This is an optimization exercise on Yosys and OpenROAD, whose aim is small area, a short achievable clock period and few clock cycles per item, not a production implementation.
Only simulation tests tie the RTL to the original design; equivalence was not proved.
Power and IR drop assume default switching activity.

Setup of indigo:
// data_mem_responder
module data_mem_responder #(
    parameter int DEPTH   = 64,
    parameter int LATENCY = 0
) (
    input  logic        clk,
    input  logic        rst_n,
    input  logic        req_valid,
    output logic        req_ready,
    input  logic        req_write,
    input  logic [31:0] req_addr,
    input  logic [31:0] req_wdata,
    output logic        resp_valid,
    input  logic        resp_ready,
    output logic [31:0] resp_rdata,
    output logic        resp_err
);
    logic        s1_v;       
    logic        s1_err;     
    logic        s1_st;      
    logic        s1_ld;      
    logic [5:0]  s1_idx;
    logic [31:0] s1_wdata;
    logic        o_v, o_err;
    logic [31:0] o_rdata;
    logic        k_v, k_err;    
    logic [31:0] k_rdata;
    logic        rdy_q;
    logic        acc, adv, take;
    logic        in_err;
    assign in_err = (req_addr[1:0] != 2'b00) || (req_addr[31:8] != 24'd0);
    assign acc    = req_valid & rdy_q;
    assign adv    = s1_v & ~k_v;           
    assign take   = o_v & resp_ready;
    logic [31:0] mem  [64];
    logic [63:0] wrtn;
    logic [31:0] rd;
    always_ff @(posedge clk) begin
        if (adv && s1_st) mem[s1_idx] <= s1_wdata;
    end
    always_ff @(posedge clk or negedge rst_n) begin
        if (!rst_n) wrtn <= '0;
        else if (adv && s1_st) wrtn[s1_idx] <= 1'b1;
    end
    assign rd = (s1_ld && wrtn[s1_idx]) ? mem[s1_idx] : 32'd0;
    logic s1_v_n, o_v_n, k_v_n;
    assign s1_v_n = acc | (s1_v & ~adv);
    assign k_v_n  = (k_v & ~take) | (adv & o_v & ~take);
    assign o_v_n  = (o_v & ~take) | k_v | adv;
    always_ff @(posedge clk or negedge rst_n) begin
        if (!rst_n) begin
            s1_v  <= 1'b0;
            o_v   <= 1'b0;
            k_v   <= 1'b0;
            rdy_q <= 1'b1;
        end else begin
            s1_v  <= s1_v_n;
            o_v   <= o_v_n;
            k_v   <= k_v_n;
            rdy_q <= ~(s1_v_n & o_v_n & k_v_n);
        end
    end
    always_ff @(posedge clk) begin
        if (acc) begin
  ...
Size in the first run: ~2200 flip-flops.
clock: 5.0 ns
lec_check: 0
abc_area: 1
cap_margin: 20
core_margin: 2
core_utilization: 65
setup_slack_margin: 2.6
slew_margin: 20
run.sh (not shown) runs the stock make flow with config.mk's settings and CLKGATE_MAP_FILE= SYNTH_SCRIPT=/design/flow/synth_recipe.tcl, a recipe that flattens the netlist after the stock synthesis.
Testbench counts of indigo, summed over its fixed seeds: cycles 4,816, items 4,800.
The inputs of maple differ from those of indigo as listed below.
Settings: ABC_AREA removed (was 1); CORE_UTILIZATION changed from 65 to 40; SETUP_SLACK_MARGIN removed (was 2.6).
Notes after the runs:
Row post-route worst hold slack: maple lower / indigo higher
[compare] base=indigo new=maple: effective utilization at floorplan now sits lower; sequential share of layout area saw an increase; post-synthesis share of cell area spent on xor and xnor gates essentially unchanged.
For ember, these inputs were changed with respect to maple:
Settings: SETUP_SLACK_MARGIN: unset -> 2.6.
==> comparison <==
Adder and majority gate portion of the synthesized area across ember and maple: no real change. Relative to maple, initial antenna violation count has gone up in ember. ember vs maple on part of the cycle the worst path needs: ember is the lower one. Against maple, the final cell area of ember is higher. The instance area at placement on maple is in line with that on ember. ember: global routing usage on met2 1.9 points above maple. Taking ember over maple, the highest clock rate ratio works out to 1.4. Per the comparison of ember with maple, post-synthesis sequential area ratio level, non-clock buffer count picked up an extra about 30%.


Setup of job 101:
data_mem_responder, a different RTL version from the one above (not shown whole).
Size: about 4600 cells after synthesis, roughly 2400 flip-flops, about 100 I/O pins, roughly 85000 um2 of cells after synthesis.
export LEC_CHECK = 0
export CAP_MARGIN = 20
export CORE_MARGIN = 2
export CORE_UTILIZATION = 60
export CTS_CLUSTER_DIAMETER = 100
export CTS_CLUSTER_SIZE = 20
export SETUP_SLACK_MARGIN = 2.9
export SLEW_MARGIN = 20
export SYNTH_HIERARCHICAL = 1
export SYNTH_MINIMUM_KEEP_SIZE = 0
export TNS_END_PERCENT = 10
create_clock -name core_clock -period 5.0 [get_ports {clk}]
standard.sh (not shown) runs the stock make flow with config.mk's settings and CLKGATE_MAP_FILE= SYNTH_SCRIPT=/design/flow/synth_recipe.tcl, a recipe that flattens the netlist after the stock synthesis.
==> flow/flow/run.sh <==
#!/bin/bash
# The standard layout, unchanged except that the port buffers that
# buffer_ports adds to every input and output are buf_4 cells rather than
# the delay cell it picks by default (which later resizing, limited to the
# same footprint, can only swap for other delay cells).
set -euo pipefail
export BUFFER_PORTS_ARGS="-buffer_cell sky130_fd_sc_hd__buf_4"
bash standard.sh > standard_flow.log 2>&1
Job 101: no failed stages, no open violations at the end
Testbench counts of job 101, summed over its fixed seeds: cycles 4,816, items 4,800.
Changes in job 102 relative to job 101:
diff --git a/flow/config.mk b/flow/config.mk
--- a/flow/config.mk
+++ b/flow/config.mk
@@ -9,6 +9,6 @@
 export CORE_MARGIN = 2
-export CORE_UTILIZATION = 60
+export CORE_UTILIZATION = 58
 export CTS_CLUSTER_DIAMETER = 100
 export CTS_CLUSTER_SIZE = 20
-export SETUP_SLACK_MARGIN = 2.9
+export SETUP_SLACK_MARGIN = 2.7
 export SLEW_MARGIN = 20
## What came out
Comparing shortest clock period the worst path allows after layout for job 101 and job 102, the smaller number came from job 102. Lower weighted congestion reported at the end of routability-driven placement goes to job 102 over job 101. Job 102 vs job 101: sequential share of layout area up in job 102. Cmp job 101 and job 102 / first-pass detailed-route iteration total / higher: job 101. Job 101 → job 102: final wirelength went down by 15 mm, combinational cell fraction of total power went down.

-- separate check: timing with driven ports --
The results above use ideal ports. As a check the final layouts listed here were re-extracted and re-timed, cells and wires unchanged.
Step 1 assumes that a clkbuf_16 drives the clock port and a buf_2 every other input.
Step 2 moves the port delays by t, midway between the first and last clock arrival at a register: inputs arrive t later, outputs are due t later. That takes back most of the time a late clock gives input paths.
a / b / c = ideal ports / drivers / drivers and shift; a / b = the first two.
| run | t (ns) | setup WS [ns] | worst setup path after step 2 |
|---|---|---|---|
| indigo | 0.919 | 2.449 / 2.362 / 2.014 | input to register |
| maple | 0.929 | 0.768 / 0.768 / 0.768 | register to register |
| ember | 0.927 | 1.911 / 1.911 / 1.911 | register to register |
| job 101 | 0.881 | 2.381 / 2.359 / 1.635 | input to register |
| job 102 | 0.894 | 2.482 / 2.462 / 1.618 | input to register |
After both steps every run listed still meets setup and hold. The setup slack of job 102, which loses most, moves by -0.020 ns with the drivers and by -0.864 ns with both steps.
